Context: an optimization exercise on an open-source flow, tuned for small area, a short achievable clock period and few clock cycles per item. The choices shown serve that exercise and are no tape-out recipe. At most, simulation tests tie the RTL to the original design; equivalence was not proved. The RTL of runs 6 and 7 was laid out without a check of its function. No activity file was given, so power comes from the tool's default toggle rates.

<file path="flow/config.mk">
export PLATFORM = sky130hd
export DESIGN_NAME = fetch_top
export DESIGN_NICKNAME = fetch_top
export VERILOG_FILES = /design/flow/design.v
export SDC_FILE = /design/flow/constraint.sdc
export NUM_CORES = 4
export LEC_CHECK = 0
export ABC_CLOCK_PERIOD_IN_PS = 2400
export CAP_MARGIN = 20
export CORE_MARGIN = 2
export CORE_UTILIZATION = 60
export SETUP_SLACK_MARGIN = 4.6
export SLEW_MARGIN = 20
</file>
<file path="flow/constraint.sdc">
create_clock -name core_clock -period 7.0 [get_ports {clk}]
set_input_delay 1.4000 -clock core_clock [delete_from_list [all_inputs] [get_ports {clk}]]
set_output_delay 1.4000 -clock core_clock [all_outputs]
set_load 0.01 [all_outputs]
</file>
<file path="flow/design.v">
`timescale 1ns/1ns
package fetch_pkg;
    parameter int XLEN = 32;
    typedef logic [XLEN-1:0] addr_t;
    typedef union packed {
        logic [3:0][7:0] bytes;
        logic [XLEN-1:0] word;
    } insn_word_u;
    typedef struct packed {
        logic  valid;
        addr_t pc;
    } lookup_t;
    typedef struct packed {
        logic       valid;
        addr_t      pc;
        insn_word_u insn;
    } fetch_t;
    typedef struct packed {
        logic  valid;
        addr_t pc;
    } redirect_t;
    typedef struct packed {
        logic       valid;
        addr_t      pc;
        insn_word_u data;
    } fill_t;
endpackage
`timescale 1ns/1ns
module fetch_top #(
    parameter int LO_W    = 6,
    parameter int CREDITS = 2
) (
    input  logic        clk,
    input  logic        rst_n_i,
    input  logic        redirect_valid_i,
    input  logic [31:0] redirect_pc_i,
    input  logic        credit_return_i,
    input  logic [7:0]  mem_data_i,
    output logic        fetch_valid_o,
    output logic [31:0] fetch_pc_o,
    output logic [31:0] fetch_insn_o,
    output logic        mem_rd_o,
    output logic [31:0] mem_addr_o
);
    localparam int LO = LO_W + 2;
    logic [31:LO]   hi_q;
    logic [LO-1:2]  rd_lo_q;
    logic [LO-1:2]  dl_lo_q;
    logic [1:0]     off_q;       
    logic [31:0]    insn_q;      
    logic           done_q;      
    logic           valid_q;     
    logic           carry_q;     
    logic [1:0]     occ_q;       
    logic           room;
    logic           last;
    logic           take;
    logic           wrap;
    assign room = (occ_q + {1'b0, valid_q}) < 2'(CREDITS);
    assign last = (off_q == 2'd3) && !carry_q;
    assign take = last && room;
    assign wrap = &rd_lo_q;
    always_ff @(posedge clk) begin
        if (!rst_n_i) begin
            hi_q    <= '0;
            rd_lo_q <= '0;
            off_q   <= 2'd0;
            done_q  <= 1'b0;
            valid_q <= 1'b0;
            carry_q <= 1'b0;
            occ_q   <= 2'd0;
        end else begin
            occ_q <= occ_q + {1'b0, valid_q} - {1'b0, credit_return_i};
            if (redirect_valid_i) begin
                hi_q    <= redirect_pc_i[31:LO];
                rd_lo_q <= redirect_pc_i[LO-1:2];
                off_q   <= 2'd0;
                done_q  <= 1'b0;
                valid_q <= 1'b0;
                carry_q <= 1'b0;
            end else begin
                done_q  <= take;
                valid_q <= done_q;
                if (!carry_q) begin
                    off_q <= off_q + 2'd1;
                end
                if (take) begin
                    rd_lo_q <= rd_lo_q + 1'b1;
                    carry_q <= wrap;
                end
                if (carry_q && valid_q) begin
                    hi_q    <= hi_q + 1'b1;
                    carry_q <= 1'b0;
                end
            end
        end
    end
    always_ff @(posedge clk) begin
        insn_q <= {mem_data_i, insn_q[31:8]};
        if (take) begin
            dl_lo_q <= rd_lo_q;
        end
    end
    assign mem_rd_o      = 1'b1;
    assign mem_addr_o    = {hi_q, rd_lo_q, off_q};
    assign fetch_valid_o = valid_q;
    assign fetch_pc_o    = {hi_q, dl_lo_q, 2'b00};
    assign fetch_insn_o  = insn_q;
endmodule
</file>
<file path="flow/flow/run.sh">
#!/bin/bash
# standard layout, with plain buf_1 port buffers instead of the default choice
set -euo pipefail
export BUFFER_PORTS_ARGS="-buffer_cell sky130_fd_sc_hd__buf_1"
bash standard.sh > flow_standard.log 2>&1
</file>
<file path="flow/standard.sh">
#!/bin/bash
# synth_recipe.tcl (not shown) runs the flow's synth.tcl, then flattens the netlist and writes it again
# the make line also repeats each setting of config.mk as NAME=value (left out here)
make -C /OpenROAD-flow-scripts/flow DESIGN_CONFIG=/design/flow/config.mk WORK_HOME=/design/flow/orfs CLKGATE_MAP_FILE= SYNTH_SCRIPT=/design/flow/synth_recipe.tcl "${@:-finish}"
</file>
==> metrics.md, run 1 <==
| Metric | Value |
|---|---|
| # Max-Cap Violations | 0 |
| FFs w/ async S/R, synth | 0 |
| Met2 Track Usage GR | 0.359 |
| Number of synthesized flops with an enable pin | 6 |
| # diodes | 0 |
| Final non-filler cell total | about 490 |
| Final hold violations | 0 |
| VDD IR max | about 0.13 mV |
| Synth Warn # | 1 |
| GR Layer Usage met3 | 0.0508 |
| Crit start category | flip-flop |
| Flops & latches, synth | between 70 and 80 |
| Critical path peak fanout | 8 |
| PortBufs | 136 |
| Routed WL | ~6.4 mm |
| Worst Tran Pin Value | 0.793 ns |
| Die X | approximately 74 um |
| CP Cell Sequence | buf_1 |
| GRT Resource Usage Total | 0.231 |
| Die Y | 73.8 um |
| Post-route core utilization | 0.754 |
| Synth Instances | between 200 and 300 |
| CTS Buf Count | 9 |
| Worst Skew | about 0.014 ns |
| First-pass GRT wire length | 9.67 mm |
| Gpl congestion | around 0.80 |
| Worst slew margin | 0.467 |
| Dpl cell area | approximately 3300 um^2 |
| # clock sinks | 75 |
| Worst-skew pair later-pin latency | approximately 0.35 ns |
| Number of core rows | 25 |
| CTS tree | built |
| Setup TNS Final | 0 ns |
| I/O pins | 142 |
| Netlist Area Pre-Place | between 2000 and 3000 um^2 |
| Sequential fraction of the synthesis area | 0.534 |
| Crit path largest cell delay | just over 0.4 ns |
| Crit-path slowest cell | dfxtp_2 |
| Slew Limit Fails | 0 |
| Internal reg-to-reg setup slack | 4.72 ns |
| Post-layout min period | between 2 and 2.5 ns |
| Fmax | around 430 MHz |
| CP top delay family | flip-flops |
| Worst-path clk slew | ~0.09 ns |
| # H-tree levels | 3 |
| Share of cells above drive strength 1 | 0.0909 |
| Antenna-violating nets left | 0 |
| Initial Util | 0.620 |
| CP Capture Type | output port |
| Synth-to-Final Area Change | 21.7% |
| Final period util | 0.335 |
| Wire per inst | roughly 13 um |
| Die area | 5450 um^2 |
| Cell leakage power | ~1.3 nW |
| Post-Layout Inst Area | 3560 um^2 |
| DR vias/cell | ~5.2 |
| Total iterations of the first detailed-routing run | 4 |
| CP Buf/Inv Count | 1 |
| Synthesized area per cell | just under 10 um^2 |
| Post-synthesis cell type count | 35 |
| Antenna violations before repair | 0 |
| Core ar. | 4720 um^2 |
| Pwr/cell area | 259 nW/um^2 |
| Hold buffers post-CTS | 0 |
| Placed cells | around 460 |
| Post-detailed-route DRC marker count | 0 |
| Initial DRC count | roughly 160 |
| Worst Path Required | ~5.6 ns |
| Gr busiest metal | met2 |
| Status | no timing/DRC/antenna violations |
| GR Overflow Total | 0 |
| Critical path class | reg2out |
| Arrival @ worst endpoint | between 0.9 and 1 ns |
| Unrepaired setup endpoints after global routing | no |
| Worst hold path type | reg2reg |
| Final nets | between 400 and 500 |
| Met1 usage in global routing | 0.303 |
| CTS Root Cell | clkbuf_8 |
| Clock buffer depth | 2 |
| Post-DP HPWL | approximately 4.3 mm |
| Largest net degree at the start of global routing | 34 |
| Ys flop type | dfxtp_1 |
| Vias in the first global route | around 2100 |
| Via count | approximately 2500 |
| Final setup fails | 0 |
[flip-flops by register name (all words and copies together), names as in the netlist]
register  count
dl_lo_q       6
carry_q       1
off_q         2
occ_q         2
valid_q       1
done_q        1
hi_q         24
insn_q       32
rd_lo_q       6
[report_power, final]
group          total [mW]  internal [mW]  leakage [nW]  switching (mW)
registers           0.479          0.457         0.635          0.0221
logic              0.0880         0.0339         0.505          0.0541
clock network       0.355          0.189         0.112           0.165
total               0.922          0.680          1.25           0.242
[cell usage after synthesis (2+ instances only)]
| cell type | number | area [um^2] |
|---|---|---|
| dfxtp_1 | 69 | 1380 |
| buf_4 | 28 | 210 |
| o21ai_0 | 23 | 115 |
| nand2_1 | 15 | 56.3 |
| nor2_1 | 15 | 56.3 |
| clkbuf_1 | 12 | 45.0 |
| nand3_1 | 12 | 60.1 |
| a21oi_1 | 9 | 45.0 |
| nor3_1 | 9 | 45.0 |
| xnor2_1 | 9 | 78.8 |
| a211oi_1 | 8 | 60.1 |
| inv_1 | 8 | 30.0 |
| nand4_1 | 8 | 50.1 |
| xor2_1 | 8 | 70.1 |
| a31oi_1 | 7 | 43.8 |
| edfxtp_1 | 6 | 180 |
| or3_1 | 6 | 37.5 |
| a311oi_1 | 5 | 43.8 |
| ha_1 | 5 | 62.6 |
| or4_1 | 5 | 37.5 |
| and3_1 | 4 | 25.0 |
| and4_1 | 4 | 35.0 |
| nor4_1 | 4 | 25.0 |
| and2_1 | 3 | 18.8 |
| nor2b_1 | 3 | 18.8 |
| o31ai_1 | 3 | 22.5 |
| conb_1 | 2 | 7.51 |
[worst paths after layout]
kind	to	start	cells after the start
setup / recovery	mem_addr_o[13]	hi_q[13]$_SDFFE_PN0P_	1
hold / removal	insn_q[23]$_DFF_P_	insn_q[31]$_DFF_P_	0
setup reg to reg	hi_q[25]$_SDFFE_PN0P_	carry_q$_SDFFE_PP0P_	4
hold reg to reg	insn_q[23]$_DFF_P_	insn_q[31]$_DFF_P_	0
[placed cells by master, fill, tap and decap left out, drive strengths merged, types with 2 or more instances in the layout]
| cell | count |
|---|---|
| o21ai | 23 |
| nand4 | 8 |
| a31oi | 7 |
| nand3 | 13 |
| a311oi | 5 |
| a211oi | 8 |
| dfxtp | 69 |
| ha | 5 |
| clkinv | 3 |
| or4 | 5 |
| nand2 | 15 |
| clkinvlp | 2 |
| and3 | 4 |
| xor2 | 8 |
| conb | 3 |
| nor3 | 9 |
| and4 | 4 |
| nor4 | 4 |
| nor2 | 15 |
| nor2b | 3 |
| clkbuf | 10 |
| o31ai | 3 |
| edfxtp | 6 |
| a21oi | 9 |
| buf | 142 |
| xnor2 | 9 |
| inv | 9 |
| and2 | 3 |
| or3 | 6 |
[repair_timing]
item                                    4_1_cts  5_1_grt
gates resized for setup                       6        5
endpoints found under the setup margin       38        8
gates cloned                                  1        0
setup buffers                                 1        3
hold endpoints to repair                      0        0
pin swaps                                     0        1
[layer usage]
metal  vias to the layer above  wire length, um
li1                       1271                -
met1                      1159             2860
met2                       107             3010
met3                         9              435
met4                         0               87
met5                         -                0
[layout make-up]
type	count	area, um^2
timing repair inverter	1	5.00
clock inverter	6	70.1
inverter	8	33.8
tap	67	83.8
sequential	75	1570
multi-input combinational	176	1090
clock buffer	10	149
fill	376	1160
timing repair buffer	142	557
[stage by stage]
stage,power (mW),hold slack [ns],setup WS (ns)
3_3_place_gp,0.572,0.329,3.84
4_1_cts,0.926,0.352,4.61
5_1_grt,0.963,0.354,4.60
2_1_floorplan,0.548,0.382,4.76
3_5_place_dp,0.575,0.333,3.80
6_report,0.922,0.342,4.66
[kinds of logic after synthesis]
kind of cell | count (synthesis) | share of synthesized area
and+or+nand+nor | 92 | 0.169
adders and majority gates | 5 | 0.0214
other | 2 | 0.00257
xor gates and xnor gates | 17 | 0.0509
DFF | 75 | 0.534
muxes | 1 | 0.00342
buffers and inverters | 48 | 0.0975
AOI/OAI and AO/OA | 58 | 0.121
Testbench counts, summed over its fixed seeds: cycles 69,980, items 16,000.
==> run 2: changes to the inputs <==
==> flow/flow/run.sh (replaced) <==
#!/bin/bash
# standard layout with plain buf_1 port buffers and adjusted clock tree options
set -euo pipefail
export BUFFER_PORTS_ARGS="-buffer_cell sky130_fd_sc_hd__buf_1"
export CTS_ARGS="-sink_clustering_enable -repair_clock_nets -dont_use_dummy_load"
bash standard.sh > flow_standard.log 2>&1
--- a/flow/config.mk
+++ b/flow/config.mk
@@ -9,5 +9,5 @@
 export CAP_MARGIN = 20
 export CORE_MARGIN = 2
-export CORE_UTILIZATION = 60
+export CORE_UTILIZATION = 40
 export SETUP_SLACK_MARGIN = 4.6
 export SLEW_MARGIN = 20
==> run 2 against run 1 <==
Via count fell by 3.8%. Sequential power barely moved. Non-clock buffer count fell by 4. Flip-flop and latch count did not move. Area after synthesis did not move. Clock power fell by 31%.
==> metrics.md, run 2 <==
| Metric | Value |
|---|---|
| Status | no timing/DRC/antenna violations |
| Post-Synth XOR/XNOR Area | 0.0509 |
| Sequential share of power | 0.592 |
| Synth-to-Final Area Change | 18.7% |
| Setup TNS Final | 0 ns |
| Sw Ratio | 0.253 |
| Worst Skew | 0.0328 ns |
| Post-Layout Inst Area | around 3500 um^2 |
| Gpl congestion | roughly 0.74 |
| Number of flip-flops in the largest register | 32 |
| # diodes | 0 |
| Synth Area in Compound Gates | 0.121 |
| Top-area cell type share of the netlist area | 0.472 |
| Placed cells | slightly below 500 |
| CP Buf/Inv Count | 1 |
| Share of cells above drive strength 1 | 0.0665 |
| Critical path peak fanout | 6 |
| Final nets | between 400 and 500 |
| Post-route core utilization | 0.484 |
| Largest family of logic cells by synthesized area | simple AND/OR/NAND/NOR gates |
| Final hold violations | 0 |
| Crit path largest cell delay | approximately 0.42 ns |
| Netlist Area Pre-Place | just under 3000 um^2 |
| Die area | 8020 um^2 |
| Post-synthesis simple-gate area fraction | 0.169 |
| Comb pwr share | 0.107 |
| Post-synth top area cell | dfxtp_1 |
| FFs w/ async S/R, synth | 0 |
| Critical path class | reg2out |
| Core ar. | a little over 7000 um^2 |
| Initial Util | 0.408 |
| Final period util | 0.333 |
| Ys flop type | dfxtp_1 |
| DR vias/cell | ~4.9 |
| # Max-Cap Violations | 0 |
| I/O pins | 142 |
| VDD IR max | roughly 0.083 mV |
| Final setup fails | 0 |
| Wire per inst | 12.8 um |
| Routed WL | 6.49 mm |
| Fill count | between 600 and 700 |
| Worst-skew pair later-pin latency | 0.35 ns |
| Post-synthesis cell type count | 35 |
| Worst-path clk slew | approximately 0.090 ns |
| Clock power frac | 0.301 |
| Arrival @ worst endpoint | ~0.93 ns |
| CP Cell Sequence | buf_1 |
| GRT Resource Usage Total | 0.160 |
| Unrepaired setup endpoints after global routing | no |
| Synth Warn # | 1 |
| Pwr/cell area | ~230 nW/um^2 |
| Antenna violations before repair | 0 |
| Slew Limit Fails | 0 |
| Total iterations of the first detailed-routing run | 4 |
| Final non-filler cell total | between 500 and 600 |
| Worst slew margin | 0.470 |
| Via count | ~2500 |
| Fmax | about 430 MHz |
| Sequential fraction of the synthesis area | 0.534 |
| Mux cell area share after synthesis | 0.00342 |
| Top Registers | insn_q x32, hi_q x24 |
| Post-layout min period | 2.33 ns |
| First-pass GRT wire length | roughly 9.7 mm |
| Post-DP HPWL | 4.58 mm |
| Post-detailed-route DRC marker count | 0 |
| Die Y | approximately 90 um |
| Number of synthesized flops with an enable pin | 6 |
| Clock buffer depth | 2 |
| # clock sinks | 75 |
| CTS Buf Count | 9 |
| Hold buffers post-CTS | 0 |
| Antenna-violating nets left | 0 |
| CTS tree | built |
| Die X | around 90 um |
| Crit-path slowest cell | dfxtp_1 |
| Largest net degree at the start of global routing | 59 |
| Top cells by count, synth | dfxtp_1 (69), buf_4 (28), o21ai_0 (23) |
| CP top delay family | flip-flops |
| Largest Register | insn_q |
| Commonest non-fill, non-tap cells in the layout | buf_1 (134), dfxtp_1 (59), o21ai_0 (23), nand2_1 (15), nor2_1 (15) |
| Flops & latches, synth | 75 |
| Worst hold path type | reg2reg |
| Sequential cell area | between 1500 and 2000 um^2 |
| Top-count cell post-synth | dfxtp_1 |
| Initial DRC count | between 80 and 90 |
| PortBufs | about 140 |
| Worst Path Required | around 5.6 ns |
| Worst Tran Pin Value | 0.790 ns |
| GR Overflow Total | 0 |
| Crit start category | flip-flop |
| Dpl cell area | between 3000 and 4000 um^2 |
| Number of core rows | 31 |
| Adder-cell share of the synthesized area | 0.0214 |
| CTS Root Cell | clkbuf_8 |
| Psw | approximately 0.21 mW |
| Commonest non-fill, non-tap cell in the layout | buf_1 |
| Area of the multi-input gates | ~1100 um^2 |
| Cell leakage power | approximately 1.2 nW |
| Synth area leaders | dfxtp_1 (47%), buf_4 (7.2%), edfxtp_1 (6.2%) |
| Internal power | 0.606 mW |
| # H-tree levels | 3 |
| CP Capture Type | output port |
| Vias in the first global route | about 2000 |
| Synth Instances | around 300 |
| Synthesized area per cell | a little under 10 um^2 |
==> run 2: cell counts after synthesis <==
Identical to the previous run, type by type.
==> run 2: logic make-up after synthesis <==
kind of cell / count (synthesis)
XOR/XNOR: 17
buffers and inverters: 48
flip-flops: 75
multiplexers: 1
adder cells (fa/ha/maj): 5
other: 2
AO/OA/AOI/OAI: 58
AND/OR/NAND/NOR: 92
==> run 2: worst paths after layout <==
path | from | to | slack (ns) | depth (start not counted)
worst max-delay path | rd_lo_q[3]$_SDFFE_PN0P_ | mem_addr_o[3] | 4.67 | 1
worst min-delay path | insn_q[21]$_DFF_P_ | insn_q[13]$_DFF_P_ | 0.33 | 0
worst max register to register | hi_q[10]$_SDFFE_PN0P_ | hi_q[26]$_SDFFE_PN0P_ | 4.75 | 4
worst min register to register | insn_q[21]$_DFF_P_ | insn_q[13]$_DFF_P_ | 0.33 | 0
==> run 2: layer usage <==
metal | track usage | vias to the layer above | part of all wire | routed length [um]
li1 | - | 1253 | - | -
met1 | 0.213 | 1106 | 0.47 | 3080
met2 | 0.240 | 82 | 0.46 | 2950
met3 | 0.0397 | 9 | 0.054 | 351
met4 | 0.0814 | 0 | 0.016 | 102
met5 | 0 | - | 0 | 0
==> run 2: final cells by class <==
type                       count  share of cell area
clock buffer                   9              0.0357
tap                           99              0.0357
multi-input combinational    176               0.314
inverter                       8             0.00865
timing repair buffer         138               0.153
sequential                    75               0.453
==> run 2: what timing repair did <==
item                       CTS  global route
setup buffers                0             0
hold endpoints to repair     0             0
pin swaps                    0             1
setup endpoints to repair    7            38
resized for setup            4            10
==> run 2: power by group through the flow <==
| stage | clock network [mW] | registers, mW | logic (mW) |
|---|---|---|---|
| 2_1_floorplan | 0 | 0.496 | 0.0521 |
| 3_3_place_gp | 0 | 0.488 | 0.0866 |
| 3_5_place_dp | 0 | 0.489 | 0.0869 |
| 4_1_cts | 0.253 | 0.480 | 0.0875 |
| 5_1_grt | 0.273 | 0.484 | 0.0987 |
| 6_report | 0.244 | 0.480 | 0.0869 |
==> run 2: stage by stage <==
stage / total power, mW / hold WS, ns / worst slack [ns]
after floorplan: 0.548 / 0.382 / 4.76
after global placement: 0.574 / 0.332 / 4.28
after detailed placement: 0.576 / 0.334 / 4.26
after CTS: 0.820 / 0.333 / 4.61
after global routing: 0.855 / 0.334 / 4.60
final: 0.811 / 0.328 / 4.67
==> run 3: changes to the inputs <==
--- a/flow/config.mk
+++ b/flow/config.mk
@@ -6,4 +6,5 @@
 export NUM_CORES = 4
 export LEC_CHECK = 0
+export ABC_AREA = 1
 export ABC_CLOCK_PERIOD_IN_PS = 2400
 export CAP_MARGIN = 20
==> run 3 against run 2 <==
Sequential power hardly changed. Via count is 25% higher. Routed wire length is 29% higher. Largest power group unchanged. Still clean on timing, DRC and antenna. Core utilization is 0.058 points lower.
==> metrics.md, run 3 <==
| Metric | Value |
|---|---|
| Routed WL | 8.37 mm |
| Setup TNS Final | 0 ns |
| Final setup fails | 0 |
| Wire per inst | 13.2 um |
| Worst hold path type | reg2reg |
| FFs w/ async S/R, synth | 0 |
| Unrepaired setup endpoints after global routing | no |
| Worst Path Required | 5.60 ns |
| Number of synthesized flops with an enable pin | 6 |
| Hold buffers post-CTS | 0 |
| PortBufs | between 100 and 150 |
| # clock sinks | 75 |
| Internal power | 0.607 mW |
| Post-DP HPWL | approximately 6.0 mm |
| Post-Layout Inst Area | roughly 3900 um^2 |
| Synthesized area per cell | 8.04 um^2 |
| CP startpoint | hi_q[19]$_SDFFE_PN0P_ |
| Worst-skew pair later-pin latency | about 0.35 ns |
| Vias in the first global route | about 2700 |
| Die area | 9020 um^2 |
| Ys flop type | dfxtp_1 |
| Crit path largest cell delay | around 0.44 ns |
| CTS tree | built |
| CP top delay family | flip-flops |
| Worst slew margin | 0.538 |
| GRT Resource Usage Total | 0.188 |
| Share of cells above drive strength 1 | 0.117 |
| # H-tree levels | 3 |
| Status | no timing/DRC/antenna violations |
| Critical register-to-register path startpoint | valid_q$_SDFF_PP0_ |
| Post-detailed-route DRC marker count | 0 |
| Netlist Area Pre-Place | 3310 um^2 |
| Commonest non-fill, non-tap cell in the layout | buf_1 |
| Psw | 0.221 mW |
| Worst R2R End | carry_q$_SDFFE_PP0P_ |
| Number of core rows | 33 |
| Fill count | 826 |
| Top-count cell post-synth | nand2_1 |
| Worst Tran Pin Value | just under 0.7 ns |
| Final hold violations | 0 |
| Top Registers | insn_q x32, hi_q x24 |
| Post-layout min period | between 2 and 2.5 ns |
| Crit path depth | 1 |
| Gpl congestion | approximately 0.86 |
| Antenna-violating nets left | 0 |
| GR Overflow Total | 0 |
| # Max-Cap Violations | 0 |
| Core ar. | 8130 um^2 |
| Worst Setup EP | mem_addr_o[19] |
| Final nets | just under 600 |
| I/O pins | between 100 and 150 |
| Post-synthesis cell type count | 38 |
| Dpl cell area | 3720 um^2 |
| Die X | ~95 um |
| Tot Pwr | 0.828 mW |
| Die Y | approximately 95 um |
| Top-area cell type share of the netlist area | 0.417 |
| Crit start category | flip-flop |
| CP Buf/Inv Count | 1 |
| Area of the multi-input gates | ~1300 um^2 |
| Worst Skew | about 0.022 ns |
| Initial Util | 0.407 |
| Commonest non-fill, non-tap cells in the layout | buf_1 (134), nand2_1 (91), dfxtp_1 (54), inv_1 (41), nor2_1 (31) |
| Critical path class | reg2out |
| CP Cell Sequence | buf_1 |
| Worst-path clk slew | roughly 0.080 ns |
| Internal reg-to-reg setup slack | roughly 5.2 ns |
| Clock buffer depth | 2 |
| Total iterations of the first detailed-routing run | 4 |
| Synth area leaders | dfxtp_1 (42%), nand2_1 (10%), buf_4 (6.3%) |
| CTS Root Cell | clkbuf_8 |
| CTS Buf Count | 9 |
| Reg2Reg Depth | 6 |
| Critical path peak fanout | 5 |
| Sequential cell area | about 1600 um^2 |
| VDD IR max | 0.0961 mV |
| Sw Ratio | 0.267 |
| Number of flip-flops in the largest register | 32 |
| Largest Register | insn_q |
| Slew Limit Fails | 0 |
| Comb pwr share | 0.117 |
| Arrival @ worst endpoint | roughly 0.96 ns |
| Pwr/cell area | between 200 and 250 nW/um^2 |
| Synth Warn # | 1 |
| Synth-to-Final Area Change | 18.7% |
| Crit-path slowest cell | dfxtp_1 |
| Antenna violations before repair | 0 |
| Flops & latches, synth | between 70 and 80 |
| Cell leakage power | ~1.5 nW |
| DR vias/cell | 4.83 |
| Top cells by count, synth | nand2_1 (91), dfxtp_1 (69), inv_1 (43) |
| Via count | between 3000 and 4000 |
| Initial DRC count | roughly 110 |
| CP Capture Type | output port |
| Final period util | 0.337 |
| Sequential fraction of the synthesis area | 0.471 |
| Worst hold stages | 0 |
| Clock power frac | 0.306 |
| Sequential share of power | 0.577 |
| Post-synth top area cell | dfxtp_1 |
| Fmax | roughly 420 MHz |
| First-pass GRT wire length | around 13 mm |
| # diodes | 0 |
| Largest net degree at the start of global routing | 31 |
| Synth Instances | 412 |
-- run 3: layer usage --
layer | share of wire | wire, um | GRT usage
met5 | 0 | 0 | 0
met4 | 0.017 | 140 | 0.0713
met3 | 0.064 | 538 | 0.0447
met2 | 0.47 | 3940 | 0.303
met1 | 0.45 | 3750 | 0.243
-- run 3: what timing repair did --
item,CTS,global route
buffers inserted,2,3
gates resized for setup,6,18
gates cloned,1,1
pin swaps,0,1
endpoints found under the setup margin,25,48
-- run 3: cells by family after synthesis --
family | synth area share
and+or+nand+nor | 0.249
buffers and inverters | 0.128
DFF | 0.471
AOI/OAI and AO/OA | 0.102
xor gates and xnor gates | 0.0291
adders and majority gates | 0.0189
other | 0.00227
-- run 3: worst min-delay path by stage --
| stage | from | endpoint | slack [ns] |
|---|---|---|---|
| after floorplan | insn_q[8]$_DFF_P_ | insn_q[0]$_DFF_P_ | 0.38 |
| after global placement | insn_q[25]$_DFF_P_ | insn_q[17]$_DFF_P_ | 0.33 |
| after global routing | insn_q[8]$_DFF_P_ | insn_q[0]$_DFF_P_ | 0.34 |
| final | insn_q[8]$_DFF_P_ | insn_q[0]$_DFF_P_ | 0.34 |
| after detailed placement | insn_q[21]$_DFF_P_ | insn_q[13]$_DFF_P_ | 0.33 |
| after CTS | insn_q[8]$_DFF_P_ | insn_q[0]$_DFF_P_ | 0.34 |
-- run 3: power by group through the flow --
stage / clock [mW] / combinational (mW) / sequential [mW]
after floorplan: 0 / 0.0578 / 0.492
after CTS: 0.264 / 0.0965 / 0.477
after global routing: 0.281 / 0.110 / 0.482
final: 0.253 / 0.0966 / 0.478
after detailed placement: 0 / 0.0939 / 0.487
after global placement: 0 / 0.0927 / 0.486
-- run 3: metrics by stage --
stage	setup slack, ns	utilization	hold slack [ns]	cells
2_1_floorplan	4.80	-	0.382	413
4_1_cts	4.60	0.476	0.341	631
6_report	4.64	0.483	0.339	635
3_3_place_gp	3.97	0.457	0.332	619
3_5_place_dp	3.97	0.457	0.335	619
5_1_grt	4.60	0.483	0.343	635
-- run 3: cell type report --
class | count | share of cell area
clock buffer | 9 | 0.0315
timing repair buffer | 142 | 0.144
multi-input combinational | 255 | 0.338
timing repair inverter | 2 | 0.00382
sequential | 75 | 0.402
inverter | 47 | 0.0474
tap | 105 | 0.0334
==> run 4: changes to the inputs <==
--- a/flow/config.mk
+++ b/flow/config.mk
@@ -6,6 +6,4 @@
 export NUM_CORES = 4
 export LEC_CHECK = 0
-export ABC_AREA = 1
-export ABC_CLOCK_PERIOD_IN_PS = 2400
 export CAP_MARGIN = 20
 export CORE_MARGIN = 2
==> run 4 against run 3 <==
Still clean. Setup slack better by 0.022 ns. Combinational power down about 10%. Core utilization grew 0.058 points. Die area shrank 11%. Cell count shrank 20%. Fmax up 0.96%. Critical path type unchanged. Largest cell class unchanged. Largest power group unchanged. Highest routed layer unchanged.
==> metrics.md, run 4 <==
| Metric | Value |
|---|---|
| Status | no timing/DRC/antenna violations |
| Final nets | ~460 |
| Routed WL | 6.49 mm |
| Hold Slack | 0.328 ns |
| Synthesized area per cell | around 9.8 um^2 |
| Via count | 2450 |
| Vias in the first global route | roughly 2000 |
| Worst slew margin | 0.470 |
| Cell leakage power | 1.20 nW |
| Antenna-violating nets left | 0 |
| Unrepaired setup endpoints after global routing | no |
| Largest family of logic cells by synthesized area | simple AND/OR/NAND/NOR gates |
| Wire per inst | roughly 13 um |
| Sequential cell area | 1570 um^2 |
| Post-synthesis cell type count | 35 |
| Synth area leaders | dfxtp_1 (47%), buf_4 (7.2%), edfxtp_1 (6.2%) |
| Fmax | around 430 MHz |
| Commonest non-fill, non-tap cells in the layout | buf_1 (134), dfxtp_1 (59), o21ai_0 (23), nand2_1 (15), nor2_1 (15) |
| Slew Limit Fails | 0 |
| Area of the multi-input gates | 1090 um^2 |
| Post-synth top area cell | dfxtp_1 |
| # Max-Cap Violations | 0 |
| Synth Area in Compound Gates | 0.121 |
| Crit start category | flip-flop |
| Initial Util | 0.408 |
| DR vias/cell | 4.85 |
| Largest net degree at the start of global routing | between 50 and 60 |
| First-pass GRT wire length | slightly below 10 mm |
| # H-tree levels | 3 |
| Final setup fails | 0 |
| Crit-path slowest cell | dfxtp_1 |
| Worst-skew pair later-pin latency | around 0.35 ns |
| Met1 usage in global routing | 0.213 |
| Clock buffer depth | 2 |
| # clock sinks | 75 |
| Gr busiest metal | met2 |
| Post-synthesis simple-gate area fraction | 0.169 |
| CTS Root Cell | clkbuf_8 |
| Setup TNS Final | 0 ns |
| Antenna violations before repair | 0 |
| VDD IR max | around 0.083 mV |
| Sequential fraction of the synthesis area | 0.534 |
| Largest Register | insn_q |
| # Post-CTS Setup Buffers | 0 |
| Number of core rows | 31 |
| Worst Skew | ~0.033 ns |
| Critical path peak fanout | 6 |
| Post-layout min period | ~2.3 ns |
| GR Layer Usage met3 | 0.0397 |
| Synth Warn # | 1 |
| GRT Resource Usage Total | 0.160 |
| Pwr/cell area | around 230 nW/um^2 |
| Worst hold path type | reg2reg |
| Die X | about 90 um |
| CP Capture Type | output port |
| Post-DP HPWL | roughly 4.6 mm |
| Initial DRC count | 81 |
| Final hold violations | 0 |
| I/O pins | roughly 140 |
| Worst Path Required | ~5.6 ns |
| Critical path class | reg2out |
| Number of synthesized flops with an enable pin | 6 |
| Die Y | a little under 90 um |
| Top-count cell post-synth | dfxtp_1 |
| Total iterations of the first detailed-routing run | 4 |
| PortBufs | roughly 140 |
| Adder-cell share of the synthesized area | 0.0214 |
| GR Overflow Total | 0 |
| Post-Synth XOR/XNOR Area | 0.0509 |
| CP top delay family | flip-flops |
| CP Cell Sequence | buf_1 |
| Synth Instances | 298 |
| Number of flip-flops in the largest register | 32 |
| Synth-to-Final Area Change | 18.7% |
| FFs w/ async S/R, synth | 0 |
| Die area | about 8000 um^2 |
| Gpl congestion | between 0.7 and 0.8 |
| # diodes | 0 |
| Crit path largest cell delay | between 0.4 and 0.5 ns |
| Worst Tran Pin Value | 0.790 ns |
| Core ar. | between 7000 and 8000 um^2 |
| Flops & latches, synth | 75 |
| Commonest non-fill, non-tap cell in the layout | buf_1 |
| Met2 Track Usage GR | 0.240 |
| Final WS setup | about 4.7 ns |
| CP Buf/Inv Count | 1 |
| Mux cell area share after synthesis | 0.00342 |
| Top-area cell type share of the netlist area | 0.472 |
| Hold buffers post-CTS | 0 |
| Post-detailed-route DRC marker count | 0 |
| CTS tree | built |
| Ys flop type | dfxtp_1 |
| Worst-path clk slew | approximately 0.09 ns |
| Final period util | 0.333 |
| Fill count | 679 |
| Worst slack at placement | approximately 4.3 ns |
| Arrival @ worst endpoint | approximately 0.93 ns |
| Netlist Area Pre-Place | 2930 um^2 |
| Top cells by count, synth | dfxtp_1 (69), buf_4 (28), o21ai_0 (23) |
| Top Registers | insn_q x32, hi_q x24 |
| CTS Buf Count | 9 |
| Share of cells above drive strength 1 | 0.0665 |
-- run 4: cell families (layout without fill, tap and decap cells) --
| logic type | after synthesis | in the layout |
|---|---|---|
| AND/OR/NAND/NOR | 92 | 92 |
| multiplexers | 1 | 1 |
| AO/OA/AOI/OAI | 58 | 58 |
| XOR/XNOR | 17 | 17 |
| other | 2 | 3 |
| flip-flops | 75 | 75 |
| adder cells (fa/ha/maj) | 5 | 5 |
| buffers and inverters | 48 | 155 |
-- run 4: what timing repair did --
| item | CTS | global route |
|---|---|---|
| pin swaps | 0 | 1 |
| setup endpoints to repair | 7 | 38 |
| gates resized for setup | 4 | 10 |
-- run 4: metal layers --
layer,up-vias,part of all wire
met4,0,0.016
met2,82,0.46
li1,1253,-
met5,-,0
met1,1106,0.47
met3,9,0.054
-- run 4: where the power goes --
group	total (mW)	leakage [nW]	internal (mW)	switching (mW)
Clock	0.244	0.0647	0.115	0.130
Sequential	0.480	0.635	0.458	0.0224
Combinational	0.0869	0.497	0.0337	0.0532
Total	0.811	1.20	0.606	0.205
-- run 4: per-stage QoR --
| step | util | std cells | total power [mW] | area (um^2) |
|---|---|---|---|---|
| final | 0.484 | 505 | 0.811 | 3470 |
| after global routing | 0.484 | 505 | 0.855 | 3470 |
| after CTS | 0.482 | 505 | 0.820 | 3460 |
| after detailed placement | 0.463 | 496 | 0.576 | 3320 |
| after global placement | 0.463 | 496 | 0.574 | 3320 |
| after floorplan | - | 299 | 0.548 | 2930 |
-- run 4: final timing paths --
path | to | start | cells past startpoint | slack [ns]
min reg2reg | insn_q[13]$_DFF_P_ | insn_q[21]$_DFF_P_ | 0 | 0.33
min | insn_q[13]$_DFF_P_ | insn_q[21]$_DFF_P_ | 0 | 0.33
max | mem_addr_o[3] | rd_lo_q[3]$_SDFFE_PN0P_ | 1 | 4.67
max reg2reg | hi_q[26]$_SDFFE_PN0P_ | hi_q[10]$_SDFFE_PN0P_ | 4 | 4.75
-- run 4: layout make-up --
cell class	instances	area share
flip-flops and latches	75	0.453
repair buffers	138	0.153
clock buffers	9	0.0357
inverters	8	0.00865
well taps	99	0.0357
multi-input cells	176	0.314
==> run 5: changes to the inputs <==
--- a/flow/design.v
+++ b/flow/design.v
@@ -28,5 +28,5 @@
 `timescale 1ns/1ns
 module fetch_top #(
-    parameter int LO_W    = 6,
+    parameter int LO_W    = 5,
     parameter int CREDITS = 2
 ) (
==> run 5 against run 4 <==
Routed wire length down 1.1%. Clock power barely moved. Still clean on timing, DRC and antenna. Fmax is essentially flat. Critical path depth unchanged. Register-to-register slack gained 0.04 ns. Combinational power down 2%. Clock skew decreased by 0.0069 ns. First-iteration DRC count shrank 28%. Count of clock-buffer cells in the layout stayed put. Critical path type unchanged. Area after synthesis about the same.
==> metrics.md, run 5 <==
| Metric | Value |
|---|---|
| Critical register-to-register path startpoint | carry_q$_SDFFE_PP0P_ |
| Worst Skew | 0.0259 ns |
| Cell leakage power | roughly 1.2 nW |
| Top Registers | insn_q x32, hi_q x25 |
| Post-Layout Inst Area | roughly 3500 um^2 |
| Ys flop type | dfxtp_1 |
| Unrepaired setup endpoints after global routing | no |
| HP Start | insn_q[15]$_DFF_P_ |
| Critical path peak fanout | 7 |
| Setup TNS Final | 0 ns |
| Initial Util | 0.408 |
| Placed cells | between 400 and 500 |
| Synth Instances | just under 300 |
| Worst hold path type | reg2reg |
| Synth area leaders | dfxtp_1 (47%), buf_4 (7.4%), edfxtp_1 (5.1%) |
| Fill count | a little over 700 |
| CP Buf/Inv Count | 1 |
| Clock buffer depth | 2 |
| Crit-path slowest cell | dfxtp_1 |
| Worst-skew pair later-pin latency | between 0.3 and 0.4 ns |
| Top-count cell post-synth | dfxtp_1 |
| Flops & latches, synth | between 70 and 80 |
| Number of synthesized flops with an enable pin | 5 |
| # H-tree levels | 3 |
| Crit start category | flip-flop |
| Worst Path Required | about 5.6 ns |
| Synthesized area per cell | around 10 um^2 |
| Final non-filler cell total | just under 500 |
| Antenna-violating nets left | 0 |
| Vias in the first global route | 2041 |
| CP Cell Sequence | buf_1 |
| Internal reg-to-reg setup slack | about 4.8 ns |
| Post-synth top area cell | dfxtp_1 |
| Worst-path clk slew | about 0.060 ns |
| Synth Warn # | 1 |
| Largest net degree at the start of global routing | 42 |
| Wire per inst | roughly 13 um |
| FFs w/ async S/R, synth | 0 |
| Via count | 2449 |
| CP startpoint | hi_q[16]$_SDFFE_PN0P_ |
| Arrival @ worst endpoint | approximately 0.93 ns |
| DR vias/cell | roughly 5.0 |
| Crit path largest cell delay | roughly 0.44 ns |
| Netlist Area Pre-Place | 2930 um^2 |
| Fmax | 429 MHz |
| Final nets | around 450 |
| Worst slew margin | 0.480 |
| CTS tree | built |
| Final hold violations | 0 |
| First-pass GRT wire length | 9.58 mm |
| Worst R2R End | hi_q[27]$_SDFFE_PN0P_ |
| Sequential fraction of the synthesis area | 0.523 |
| Pwr/cell area | between 200 and 250 nW/um^2 |
| Commonest non-fill, non-tap cell in the layout | buf_1 |
| Die area | approximately 8000 um^2 |
| Total iterations of the first detailed-routing run | 4 |
| Slew Limit Fails | 0 |
| CP Capture Type | output port |
| Core ar. | between 7000 and 8000 um^2 |
| Status | no timing/DRC/antenna violations |
| Hold Slack | ~0.35 ns |
| CTS Buf Count | 9 |
| Gpl congestion | between 0.7 and 0.8 |
| Worst Setup EP | fetch_pc_o[16] |
| Critical path class | reg2out |
| Share of cells above drive strength 1 | 0.0886 |
| Dpl cell area | ~3300 um^2 |
| Post-detailed-route DRC marker count | 0 |
| VDD IR max | ~0.15 mV |
| Largest Register | insn_q |
| Worst Tran Pin Value | 0.776 ns |
| Antenna violations before repair | 0 |
| Top cells by count, synth | dfxtp_1 (69), buf_4 (29), o21ai_0 (23) |
| GR Overflow Total | 0 |
| Post-DP HPWL | ~4.6 mm |
| I/O pins | ~140 |
| CP top delay family | flip-flops |
| # diodes | 0 |
| Die X | roughly 90 um |
| Top-area cell type share of the netlist area | 0.472 |
| # clock sinks | 74 |
| Final setup fails | 0 |
| Post-layout min period | 2.33 ns |
| Crit path depth | 1 |
| Reg2Reg Depth | 4 |
| Synth-to-Final Area Change | 18.0% |
| # Max-Cap Violations | 0 |
| PortBufs | approximately 140 |
| Routed WL | 6.41 mm |
| Initial DRC count | 58 |
| CTS Root Cell | clkbuf_8 |
| Die Y | 89.6 um |
| Final period util | 0.333 |
| GRT Resource Usage Total | 0.154 |
| Post-synthesis cell type count | 38 |
| Number of flip-flops in the largest register | 32 |
| Commonest non-fill, non-tap cells in the layout | buf_1 (135), dfxtp_1 (55), o21ai_0 (23), nor2_1 (15), dfxtp_2 (14) |
| Number of core rows | 31 |
==> run 5: changes by cell type after synthesis, moves of 4 or more <==
cell	change
nand2_1	-7
nor3_1	-7
o31ai_1	+7
or3_1	-6
a31oi_1	+5
or4_1	+5
a311oi_1	-4
==> run 5: worst min-delay path by stage <==
stage                         end  cells past startpoint
6_report        insn_q[7]$_DFF_P_                      0
5_1_grt         insn_q[3]$_DFF_P_                      0
4_1_cts         insn_q[7]$_DFF_P_                      0
3_5_place_dp    insn_q[7]$_DFF_P_                      0
3_3_place_gp   insn_q[21]$_DFF_P_                      0
2_1_floorplan   insn_q[0]$_DFF_P_                      0
==> run 5: kinds of logic (layout without fill, tap and decap cells) <==
group / count (synthesis) / count (layout) / synth area share
other: 2 / 3 / 0.00256
DFF: 74 / 74 / 0.523
muxes: 4 / 4 / 0.0137
buffers and inverters: 50 / 154 / 0.104
adders and majority gates: 6 / 6 / 0.0256
and+or+nand+nor: 74 / 74 / 0.150
xor gates and xnor gates: 17 / 17 / 0.0508
AOI/OAI and AO/OA: 63 / 63 / 0.131
==> run 5: final cells by class <==
class | count | area (um^2) | share of cell area
well taps | 99 | 124 | 0.0358
flip-flops and latches | 74 | 1550 | 0.448
repair buffers | 137 | 526 | 0.152
clock buffers | 9 | 124 | 0.0358
inverters | 8 | 31.3 | 0.00905
multi-input cells | 167 | 1100 | 0.319
==> run 5: metal layers <==
layer  vias up  track usage  part of all wire
li1       1224            -                 -
met3         6       0.0576             0.077
met2       100        0.248              0.47
met5         -            0                 0
met1      1119        0.200              0.44
met4         0       0.0326            0.0059
==> run 5: stage by stage <==
stage	power, mW	worst slack [ns]	util
global placement	0.567	4.03	0.460
finish	0.805	4.67	0.482
floorplan	0.541	4.71	-
detailed placement	0.568	4.00	0.460
CTS	0.815	4.61	0.479
global route	0.846	4.61	0.482
==> run 5: power breakdown <==
part	total (mW)	leakage [nW]	switching, mW	internal, mW
combinational	0.0849	0.492	0.0513	0.0335
clock	0.245	0.0647	0.131	0.115
sequential	0.474	0.627	0.0231	0.451
total	0.805	1.18	0.205	0.599
==> run 5: repair_timing <==
| action | in CTS | in global routing |
|---|---|---|
| cloned | 0 | 0 |
| endpoints found under the hold margin | 0 | 0 |
| resized for setup | 7 | 11 |
| hold buffers | 0 | 0 |
| setup buffers | 0 | 0 |
| endpoints found under the setup margin | 29 | 20 |
Testbench counts of run 5, summed over its fixed seeds: cycles 70,352, items 16,000.
==> run 6: changes to the inputs <==
--- a/flow/design.v
+++ b/flow/design.v
@@ -28,5 +28,5 @@
 `timescale 1ns/1ns
 module fetch_top #(
-    parameter int LO_W    = 5,
+    parameter int LO_W    = 4,
     parameter int CREDITS = 2
 ) (
==> run 6 against run 5 <==
Global-route usage up 0.60 points. Total power up 0.24%. Die area up 0.41%. Still clean. Largest power group unchanged. Sequential power down 1%.
==> metrics.md, run 6 <==
| Metric | Value |
|---|---|
| Sequential fraction of the synthesis area | 0.510 |
| Top Registers | insn_q x32, hi_q x26 |
| CP Buf/Inv Count | 1 |
| Synth Instances | 305 |
| Commonest non-fill, non-tap cells in the layout | buf_1 (133), dfxtp_1 (50), nand3_1 (21) |
| Vias in the first global route | roughly 2100 |
| Worst-path clk slew | 0.09 ns |
| Pwr/cell area | roughly 230 nW/um^2 |
| I/O pins | ~140 |
| Initial Util | 0.410 |
| Number of flip-flops in the largest register | 32 |
| Top cells by count, synth | dfxtp_1 (69), buf_4 (29), nand3_1 (21) |
| Post-synth top area cell | dfxtp_1 |
| CTS tree | built |
| CTS Buf Count | 9 |
| Final hold violations | 0 |
| Post-layout min period | 2.33 ns |
| Setup TNS Final | 0 ns |
| Cell leakage power | roughly 1.2 nW |
| Crit start category | flip-flop |
| Hold Slack | approximately 0.33 ns |
| Synth area leaders | dfxtp_1 (47%), buf_4 (7.4%), xnor2_1 (4.2%) |
| Post-Synth XOR/XNOR Area | 0.0506 |
| Post-synthesis simple-gate area fraction | 0.190 |
| Mux cell area share after synthesis | 0.0102 |
| GRT Resource Usage Total | 0.161 |
| Tot Pwr | between 0.8 and 0.9 mW |
| Total iterations of the first detailed-routing run | 4 |
| CP top delay family | flip-flops |
| Routed WL | around 6.9 mm |
| Post-detailed-route DRC marker count | 0 |
| Fmax | about 430 MHz |
| Post-DP HPWL | around 4.5 mm |
| CP Cell Sequence | buf_1 |
| Worst slew margin | 0.530 |
| CTS Root Cell | clkbuf_8 |
| Synthesized area per cell | 9.64 um^2 |
| Largest family of logic cells by synthesized area | simple AND/OR/NAND/NOR gates |
| Critical path class | reg2out |
| DR vias/cell | about 4.9 |
| Share of cells above drive strength 1 | 0.105 |
| Critical path peak fanout | 4 |
| Final WS setup | 4.67 ns |
| Slew Limit Fails | 0 |
| Number of synthesized flops with an enable pin | 4 |
| Worst Path Required | between 5 and 6 ns |
| Final nets | between 400 and 500 |
| Synth-to-Final Area Change | 20.3% |
| Unrepaired setup endpoints after global routing | no |
| # H-tree levels | 3 |
| Synth Area in Compound Gates | 0.108 |
| Final setup fails | 0 |
| Fill count | 682 |
| VDD IR max | roughly 0.076 mV |
| GR Overflow Total | 0 |
| Number of core rows | 31 |
| Antenna violations before repair | 0 |
| Crit-path slowest cell | dfxtp_1 |
| Top-area cell type share of the netlist area | 0.470 |
| Netlist Area Pre-Place | 2940 um^2 |
| Largest net degree at the start of global routing | between 50 and 60 |
| Largest Register | insn_q |
| Adder-cell share of the synthesized area | 0.0213 |
| Die Y | around 90 um |
| Worst Skew | between 0.015 and 0.02 ns |
| Synth Warn # | 1 |
| Worst slack at placement | 3.86 ns |
| # Max-Cap Violations | 0 |
| Core ar. | ~7200 um^2 |
| Arrival @ worst endpoint | between 0.9 and 1 ns |
| Worst Tran Pin Value | roughly 0.70 ns |
| # diodes | 0 |
| Post-synthesis cell type count | 38 |
| Die area | 8060 um^2 |
| Final period util | 0.333 |
| Via count | approximately 2500 |
| Die X | between 80 and 90 um |
| Commonest non-fill, non-tap cell in the layout | buf_1 |
| First-pass GRT wire length | between 10 and 15 mm |
| CP Capture Type | output port |
| Antenna-violating nets left | 0 |
| Wire per inst | approximately 14 um |
| PortBufs | 136 |
| Ys flop type | dfxtp_1 |
| Gpl congestion | around 0.77 |
| Crit path largest cell delay | 0.43 ns |
| Worst hold path type | reg2reg |
| FFs w/ async S/R, synth | 0 |
| Clock buffer depth | 2 |
| Hold buffers post-CTS | 0 |
| # clock sinks | 73 |
| Status | no timing/DRC/antenna violations |
| Initial DRC count | roughly 120 |
| Top-count cell post-synth | dfxtp_1 |
| Worst-skew pair later-pin latency | between 0.3 and 0.4 ns |
| Flops & latches, synth | 73 |
==> run 6: cells by family after synthesis <==
family	after synthesis
AOI/OAI and AO/OA	51
DFF	73
xor gates and xnor gates	17
muxes	3
adders and majority gates	5
buffers and inverters	53
and+or+nand+nor	101
other	2
==> run 6: metrics by stage <==
| stage | instances | utilization | cell area [um^2] |
|---|---|---|---|
| 2_1_floorplan | 306 | - | 2950 |
| 3_3_place_gp | 496 | 0.460 | 3300 |
| 3_5_place_dp | 496 | 0.460 | 3300 |
| 4_1_cts | 506 | 0.482 | 3460 |
| 5_1_grt | 510 | 0.493 | 3540 |
| 6_report | 510 | 0.493 | 3540 |
==> run 6: final cells by class <==
cell class	instances	area, um^2	area share
sequential	73	1530	0.431
timing repair buffer	142	589	0.167
multi-input combinational	180	1140	0.323
tap	99	124	0.0350
clock buffer	9	124	0.0350
inverter	7	32.5	0.00919
==> run 6: path summary, 6_finish.rpt <==
check / cells past startpoint / slack, ns / end / start
hold / removal: 0 / 0.33 / insn_q[14]$_DFF_P_ / insn_q[22]$_DFF_P_
hold reg to reg: 0 / 0.33 / insn_q[14]$_DFF_P_ / insn_q[22]$_DFF_P_
setup / recovery: 1 / 4.67 / fetch_pc_o[14] / hi_q[14]$_SDFFE_PN0P_
setup reg to reg: 5 / 4.78 / hi_q[30]$_SDFFE_PN0P_ / hi_q[6]$_SDFFE_PN0P_
==> run 6: routing by layer <==
layer  share of wire  track usage  up-vias
li1                -            -     1270
met1            0.45        0.208     1145
met2            0.48        0.254       92
met3           0.058       0.0453        8
met4           0.013       0.0654        0
met5               0            0        -
==> run 6: power breakdown <==
part | total, mW | leakage [nW] | internal (mW) | switching, mW
Clock | 0.248 | 0.0647 | 0.115 | 0.134
Combinational | 0.0896 | 0.559 | 0.0362 | 0.0534
Sequential | 0.468 | 0.619 | 0.445 | 0.0239
==> run 6: repair_timing <==
| item | 4_1_cts | 5_1_grt |
|---|---|---|
| cloned | 0 | 1 |
| buffers inserted | 1 | 3 |
| pin swaps | 0 | 1 |
| setup endpoints to repair | 48 | 21 |
| resized for setup | 13 | 16 |
==> run 7: changes to the inputs <==
--- a/flow/design.v
+++ b/flow/design.v
@@ -28,5 +28,5 @@
 `timescale 1ns/1ns
 module fetch_top #(
-    parameter int LO_W    = 4,
+    parameter int LO_W    = 7,
     parameter int CREDITS = 2
 ) (
==> run 7 against run 6 <==
Still clean. Count of clock-buffer cells in the layout did not move. Cell area rose by 6.2%. Non-clock buffer count rose by 6. Fmax fell by 2.2%. Sequential power rose by 4.5%. Setup slack got worse by 0.054 ns. Synthesized cell count rose by 1.3%. Routed wire length rose by 8.5%. Total power rose by 4.3%. Via count rose by 4.3%. Critical path type is now in2reg. Largest power group unchanged.
==> metrics.md, run 7 <==
| Metric | Value |
|---|---|
| CTS Buf Count | 9 |
| Worst Skew | approximately 0.029 ns |
| Unrepaired setup endpoints after global routing | no |
| Final hold violations | 0 |
| Top cells by count, synth | dfxtp_1 (69), buf_4 (26), o21ai_0 (24) |
| VDD IR max | around 0.093 mV |
| CP startpoint | redirect_valid_i |
| Placed cells | 507 |
| # Max-Cap Violations | 0 |
| Final nets | around 480 |
| Initial Util | 0.416 |
| Flops & latches, synth | between 70 and 80 |
| # clock sinks | 76 |
| Hold Slack | about 0.33 ns |
| Vias in the first global route | about 2300 |
| Worst slack at placement | 3.86 ns |
| Die X | between 90 and 100 um |
| Critical register-to-register path startpoint | hi_q[9]$_SDFFE_PN0P_ |
| Final non-filler cell total | around 530 |
| Arrival @ worst endpoint | 2.66 ns |
| Gpl congestion | approximately 0.82 |
| Pwr/cell area | approximately 220 nW/um^2 |
| Gr busiest metal | met2 |
| Slew Limit Fails | 0 |
| Synth Instances | 309 |
| Worst Path Required | 7.27 ns |
| Worst-skew pair later-pin latency | 0.35 ns |
| GR Overflow Total | 0 |
| Internal reg-to-reg setup slack | between 4 and 5 ns |
| Routed WL | approximately 7.5 mm |
| Core ar. | 7330 um^2 |
| Antenna violations before repair | 0 |
| Critical path peak fanout | 6 |
| Top Registers | insn_q x32, hi_q x23 |
| GRT Resource Usage Total | 0.175 |
| Crit start category | input pin |
| Clock buffer depth | 2 |
| Die Y | around 91 um |
| Synth-to-Final Area Change | 23.2% |
| Status | no timing/DRC/antenna violations |
| Cell leakage power | roughly 1.3 nW |
| Worst slew margin | 0.500 |
| Initial DRC count | roughly 120 |
| Number of flip-flops in the largest register | 32 |
| Final setup fails | 0 |
| I/O pins | about 140 |
| Reg2Reg Depth | 5 |
| CP Capture Type | flip-flop |
| Synthesized area per cell | 9.87 um^2 |
| Post-synthesis cell type count | 40 |
| Worst-path clk slew | roughly 0.090 ns |
| Post-layout min period | 2.39 ns |
| Post-detailed-route DRC marker count | 0 |
| CTS Root Cell | clkbuf_8 |
| Die area | 8340 um^2 |
| Fill count | slightly above 700 |
| Wire per inst | between 10 and 15 um |
| Largest net degree at the start of global routing | 39 |
| # diodes | 0 |
| Final period util | 0.341 |
| Post-synth top area cell | dfxtp_1 |
| Synth area leaders | dfxtp_1 (45%), edfxtp_1 (6.9%), buf_4 (6.4%) |
| Share of cells above drive strength 1 | 0.126 |
| Sequential fraction of the synthesis area | 0.522 |
| Worst Setup EP | hi_q[24]$_SDFFE_PN0P_ |
| Synth Warn # | 1 |
| Post-DP HPWL | about 5 mm |
| GR Layer Usage met3 | 0.0490 |
| Top-area cell type share of the netlist area | 0.453 |
| Commonest non-fill, non-tap cells in the layout | buf_1 (134), dfxtp_1 (49), o21ai_0 (24), dfxtp_2 (20), a21oi_1 (17) |
| Top-count cell post-synth | dfxtp_1 |
| Netlist Area Pre-Place | 3050 um^2 |
| FFs w/ async S/R, synth | 0 |
| # H-tree levels | 3 |
| Met1 usage in global routing | 0.216 |
| Worst R2R End | hi_q[27]$_SDFFE_PN0P_ |
| Ys flop type | dfxtp_1 |
| Fmax | roughly 420 MHz |
| Met2 Track Usage GR | 0.288 |
| Via count | between 2000 and 3000 |
| Final WS setup | roughly 4.6 ns |
| First-pass GRT wire length | approximately 11 mm |
| Total iterations of the first detailed-routing run | 5 |
| Critical path class | in2reg |
| Number of synthesized flops with an enable pin | 7 |
| Antenna-violating nets left | 0 |
| Largest Register | insn_q |
| Worst Tran Pin Value | around 0.75 ns |
| PortBufs | between 100 and 150 |
| CTS tree | built |
| Worst hold path type | reg2reg |
| Number of core rows | 31 |
| Setup TNS Final | 0 ns |
| Commonest non-fill, non-tap cell in the layout | buf_1 |
| DR vias/cell | around 5 |
run 7: changes by cell type in the layout (fill, tap and decap cells not counted), moves of 5 or more:
| cell | change |
|---|---|
| a21oi_1 | +5 |
| or3_1 | -6 |
| nand3_1 | -8 |
| nor2_1 | -8 |
| a211oi_1 | -5 |
| o2111ai_1 | -5 |
| o21ai_0 | +5 |
run 7: timing repair:
item	4_1_cts	5_1_grt
gates resized for setup	11	20
gates cloned	1	2
setup endpoints to repair	26	30
setup buffers	1	6
pin swaps	0	2
hold buffers	0	0
run 7: layer usage:
| metal | up-vias | routed length (um) |
|---|---|---|
| met4 | 0 | 124 |
| met3 | 12 | 429 |
| met5 | - | 0 |
| met2 | 94 | 3680 |
| met1 | 1197 | 3260 |
| li1 | 1321 | - |
run 7: how the worst min path moves through the flow:
stage               slack (ns)                from            endpoint  cells after the start
floorplan                 0.38   insn_q[8]$_DFF_P_   insn_q[0]$_DFF_P_                      0
global route              0.33  insn_q[20]$_DFF_P_  insn_q[12]$_DFF_P_                      0
detailed placement        0.33  insn_q[12]$_DFF_P_   insn_q[4]$_DFF_P_                      0
finish                    0.33   insn_q[8]$_DFF_P_   insn_q[0]$_DFF_P_                      0
CTS                       0.33  insn_q[31]$_DFF_P_  insn_q[23]$_DFF_P_                      0
global placement          0.33  insn_q[13]$_DFF_P_   insn_q[5]$_DFF_P_                      0
run 7: cell families (layout without fill, tap and decap cells):
logic type,count (synthesis),in the layout,synth area share
and+or+nand+nor,95,95,0.170
DFF,76,76,0.522
AOI/OAI and AO/OA,58,58,0.115
buffers and inverters,46,163,0.0894
xor gates and xnor gates,21,21,0.0603
muxes,6,6,0.0205
adders and majority gates,5,5,0.0205
other,2,3,0.00246
run 7: per-stage QoR:
stage,cell area [um^2],util,power [mW]
finish,3760,0.513,0.841
global route,3760,0.513,0.886
CTS,3630,0.495,0.845
detailed placement,3460,0.473,0.588
global placement,3460,0.473,0.586
floorplan,3060,-,0.558
run 7: final cells by class:
class / instances / area [um^2] / share of cell area
clock buffers: 9 / 124 / 0.0330
repair inverters: 1 / 5.00 / 0.00133
multi-input cells: 188 / 1200 / 0.320
inverters: 5 / 22.5 / 0.00599
well taps: 99 / 124 / 0.0330
flip-flops and latches: 76 / 1620 / 0.430
repair buffers: 148 / 663 / 0.176
run 7: power breakdown:
part / switching, mW / internal, mW
clock: 0.139 / 0.115
sequential: 0.0247 / 0.465
combinational: 0.0561 / 0.0425
total: 0.219 / 0.622
run 7: critical path, stage by stage:
cell and delay [ns]:
buf_2 0.13, buf_12 0.14, nand2b_4 0.14, or2_2 0.28, or4_1 0.47, nand3_1 0.09
==> run 8: changes to the inputs <==
--- a/flow/design.v
+++ b/flow/design.v
@@ -28,5 +28,5 @@
 `timescale 1ns/1ns
 module fetch_top #(
-    parameter int LO_W    = 7,
+    parameter int LO_W    = 6,
     parameter int CREDITS = 2
 ) (
--- a/flow/config.mk
+++ b/flow/config.mk
@@ -9,4 +9,4 @@
 export CORE_MARGIN = 2
 export CORE_UTILIZATION = 40
-export SETUP_SLACK_MARGIN = 4.6
+export SETUP_SLACK_MARGIN = 4.7
 export SLEW_MARGIN = 20
==> run 8 against run 7 <==
Critical endpoint is now mem_addr_o[12]. Setup slack improved by 0.11 ns. Area after synthesis fell by 4.1%. Flip-flop and latch count fell by 1. Sequential share of layout area rose by 1.6 points.
==> metrics.md, run 8 <==
| Metric | Value |
|---|---|
| Status | no timing/DRC/antenna violations |
| DR vias/cell | slightly below 5 |
| Fmax | 440 MHz |
| Top-count cell post-synth | dfxtp_1 |
| Routed WL | roughly 6.6 mm |
| CTS tree | built |
| Area of the multi-input gates | 1110 um^2 |
| Antenna violations before repair | 0 |
| Post-DP HPWL | ~4.6 mm |
| Worst hold stages | 0 |
| First-pass GRT wire length | just under 10 mm |
| Synthesized area per cell | slightly below 10 um^2 |
| Number of synthesized flops with an enable pin | 6 |
| Core ar. | 7180 um^2 |
| VDD IR max | between 0.08 and 0.09 mV |
| Synth area leaders | dfxtp_1 (47%), buf_4 (7.2%), edfxtp_1 (6.2%) |
| Tot Pwr | a little over 0.8 mW |
| Flops & latches, synth | 75 |
| Post-route core utilization | 0.509 |
| Vias in the first global route | 2014 |
| Total iterations of the first detailed-routing run | 4 |
| Die X | 89.5 um |
| Final setup fails | 0 |
| Gpl congestion | 0.741 |
| CP Buf/Inv Count | 1 |
| Setup TNS Final | 0 ns |
| Synth Instances | between 200 and 300 |
| Die Y | 89.5 um |
| Crit path depth | 1 |
| Initial DRC count | 77 |
| Commonest non-fill, non-tap cells in the layout | buf_1 (92), dfxtp_1 (38), clkbuf_2 (31), o21ai_0 (23), dfxtp_2 (19) |
| Wire per inst | 12.9 um |
| Via count | about 2500 |
| Final WS setup | roughly 4.7 ns |
| GR Overflow Total | 0 |
| PortBufs | 136 |
| Crit path largest cell delay | 0.39 ns |
| Worst slew margin | 0.475 |
| GRT Resource Usage Total | 0.160 |
| Sequential fraction of the synthesis area | 0.534 |
| Reg2Reg Depth | 4 |
| Crit-path slowest cell | dfxtp_1 |
| Crit start category | flip-flop |
| Sequential cell area | ~1600 um^2 |
| Worst hold path type | reg2reg |
| Worst Tran Pin Value | 0.781 ns |
| Placed cells | about 500 |
| Final hold violations | 0 |
| Hold buffers post-CTS | 0 |
| Initial Util | 0.408 |
| Critical path peak fanout | 4 |
| CP top delay family | flip-flops |
| Number of flip-flops in the largest register | 32 |
| Unrepaired setup endpoints after global routing | yes |
| Worst-skew pair later-pin latency | roughly 0.35 ns |
| Netlist Area Pre-Place | roughly 3000 um^2 |
| CP Cell Sequence | buf_2 |
| Top-area cell type share of the netlist area | 0.472 |
| Commonest non-fill, non-tap cell in the layout | buf_1 |
| CTS Root Cell | clkbuf_8 |
| CTS Buf Count | 9 |
| Worst Path Required | 5.60 ns |
| Sequential share of power | 0.586 |
| Arrival @ worst endpoint | 0.87 ns |
| Post-detailed-route DRC marker count | 0 |
| Pwr/cell area | approximately 220 nW/um^2 |
| Cell leakage power | approximately 1.4 nW |
| # Max-Cap Violations | 0 |
| Share of cells above drive strength 1 | 0.240 |
| Worst Skew | around 0.034 ns |
| # diodes | 0 |
| Clock buffer depth | 2 |
| FFs w/ async S/R, synth | 0 |
| Top Registers | insn_q x32, hi_q x24 |
| Final non-filler cell total | between 500 and 600 |
| Critical path class | reg2out |
| Top cells by count, synth | dfxtp_1 (69), buf_4 (28), o21ai_0 (23) |
| # H-tree levels | 3 |
| Internal power | 0.611 mW |
| Final period util | 0.325 |
| Post-layout min period | around 2.3 ns |
| Comb pwr share | 0.114 |
| Clock power frac | 0.299 |
| Fill count | between 600 and 700 |
| Sw Ratio | 0.252 |
| I/O pins | between 100 and 150 |
| Die area | 8020 um^2 |
| Post-synthesis cell type count | 35 |
| Worst-path clk slew | about 0.090 ns |
| Slew Limit Fails | 0 |
| CP Capture Type | output port |
| Antenna-violating nets left | 0 |
| Number of core rows | 31 |
| Worst slack at placement | ~4.3 ns |
| Post-synth top area cell | dfxtp_1 |
| Largest net degree at the start of global routing | 59 |
| Ys flop type | dfxtp_1 |
| Synth Warn # | 1 |
| Largest Register | insn_q |
| # clock sinks | 75 |
| Psw | 0.206 mW |
| Final nets | 463 |
| Synth-to-Final Area Change | 24.8% |
## run 8: changes by cell type after synthesis, sizes merged, moves of 4 or more
cell,delta
or3,+4
xnor2,-5
o211a,-4
a21oi,-8
a31oi,+4
a211oi,+7
nand2b,-4
nor2,+4
a311oi,+5
nor4,-6
## run 8: worst paths after layout
path / slack, ns / to / start
hold / removal: 0.33 / insn_q[13]$_DFF_P_ / insn_q[21]$_DFF_P_
setup / recovery: 4.73 / mem_addr_o[12] / hi_q[12]$_SDFFE_PN0P_
setup reg to reg: 4.90 / hi_q[26]$_SDFFE_PN0P_ / hi_q[15]$_SDFFE_PN0P_
hold reg to reg: 0.33 / insn_q[13]$_DFF_P_ / insn_q[21]$_DFF_P_
## run 8: what timing repair did
action                     CTS  global route
setup buffers                0             6
setup endpoints to repair   80            56
pin swaps                    0             1
resized for setup           46            48
hold endpoints to repair     0             0
## run 8: through the flow
step           instance area, um^2  hold slack, ns
2_1_floorplan                 2930           0.382
3_3_place_gp                  3320           0.332
3_5_place_dp                  3320           0.334
4_1_cts                       3510           0.333
5_1_grt                       3650           0.335
6_report                      3650           0.330
## run 8: final cells by class
type                    instances  share of cell area
clock buffers                   9              0.0339
repair buffers                144               0.173
inverters                       8             0.00925
multi-input cells             176               0.303
flip-flops and latches         75               0.447
well taps                      99              0.0339
## run 8: layer usage
metal,vias to the layer above,wire (um),part of all wire,track usage
li1,1260,-,-,-
met1,1143,3100,0.47,0.213
met2,85,3040,0.46,0.241
met3,7,366,0.055,0.0397
met4,0,99,0.015,0.0814
met5,-,0,0,0
## run 8: cell families after synthesis
logic type | after synthesis | synth area share
buffers and inverters | 48 | 0.0975
adders and majority gates | 5 | 0.0214
DFF | 75 | 0.534
xor gates and xnor gates | 17 | 0.0509
muxes | 1 | 0.00342
other | 2 | 0.00257
AOI/OAI and AO/OA | 58 | 0.121
and+or+nand+nor | 92 | 0.169
## run 8: power groups by stage
stage / clock network [mW] / registers (mW) / logic, mW
final: 0.245 / 0.479 / 0.0936
after global routing: 0.272 / 0.484 / 0.106
after CTS: 0.253 / 0.481 / 0.0890
after detailed placement: 0 / 0.489 / 0.0869
after global placement: 0 / 0.488 / 0.0866
after floorplan: 0 / 0.496 / 0.0521
Testbench counts of run 8, summed over its fixed seeds: cycles 69,980, items 16,000.

[port drivers added, routing unchanged]
In the flow no input, the clock included, has a driving cell. The finished layouts below were timed again as built, in two steps.
Step 1, drivers: a clkbuf_16 drives clk and a buf_2 each remaining input, both assumed.
Step 2 times the ports against the registers' clock, not the clock port: input delays grow and output delays shrink by t, the midpoint of the rising clock arrivals with the driver on.
Slacks: ideal / step 1 / step 2; pairs: ideal / step 1.
run | t, ns | setup slack, ns | worst hold slack (ns) | clock arrival spread, ns | cell pins on the clock port's net
run 1 | 0.367 | 4.658 / 4.629 / 4.337 | 0.342 / 0.342 / 0.342 | 0.015 / 0.014 | 1
run 2 | 0.363 | 4.667 / 4.637 / 4.395 | 0.328 / 0.328 / 0.328 | 0.033 / 0.033 | 1
run 3 | 0.363 | 4.644 / 4.616 / 4.374 | 0.339 / 0.339 / 0.339 | 0.023 / 0.022 | 1
run 4 | 0.363 | 4.667 / 4.637 / 4.395 | 0.328 / 0.328 / 0.328 | 0.033 / 0.033 | 1
run 5 | 0.347 | 4.668 / 4.642 / 4.413 | 0.348 / 0.348 / 0.348 | 0.026 / 0.026 | 1
run 6 | 0.363 | 4.668 / 4.638 / 4.315 | 0.330 / 0.330 / 0.330 | 0.029 / 0.029 | 1
run 7 | 0.368 | 4.614 / 4.606 / 4.257 | 0.332 / 0.332 / 0.332 | 0.030 / 0.030 | 1
run 8 | 0.363 | 4.725 / 4.695 / 4.454 | 0.330 / 0.330 / 0.330 | 0.034 / 0.034 | 1
After both steps every run listed still meets setup and hold. For run 7, which loses most, drivers alone change the setup slack by -0.008 ns; drivers and shift together by -0.357 ns.
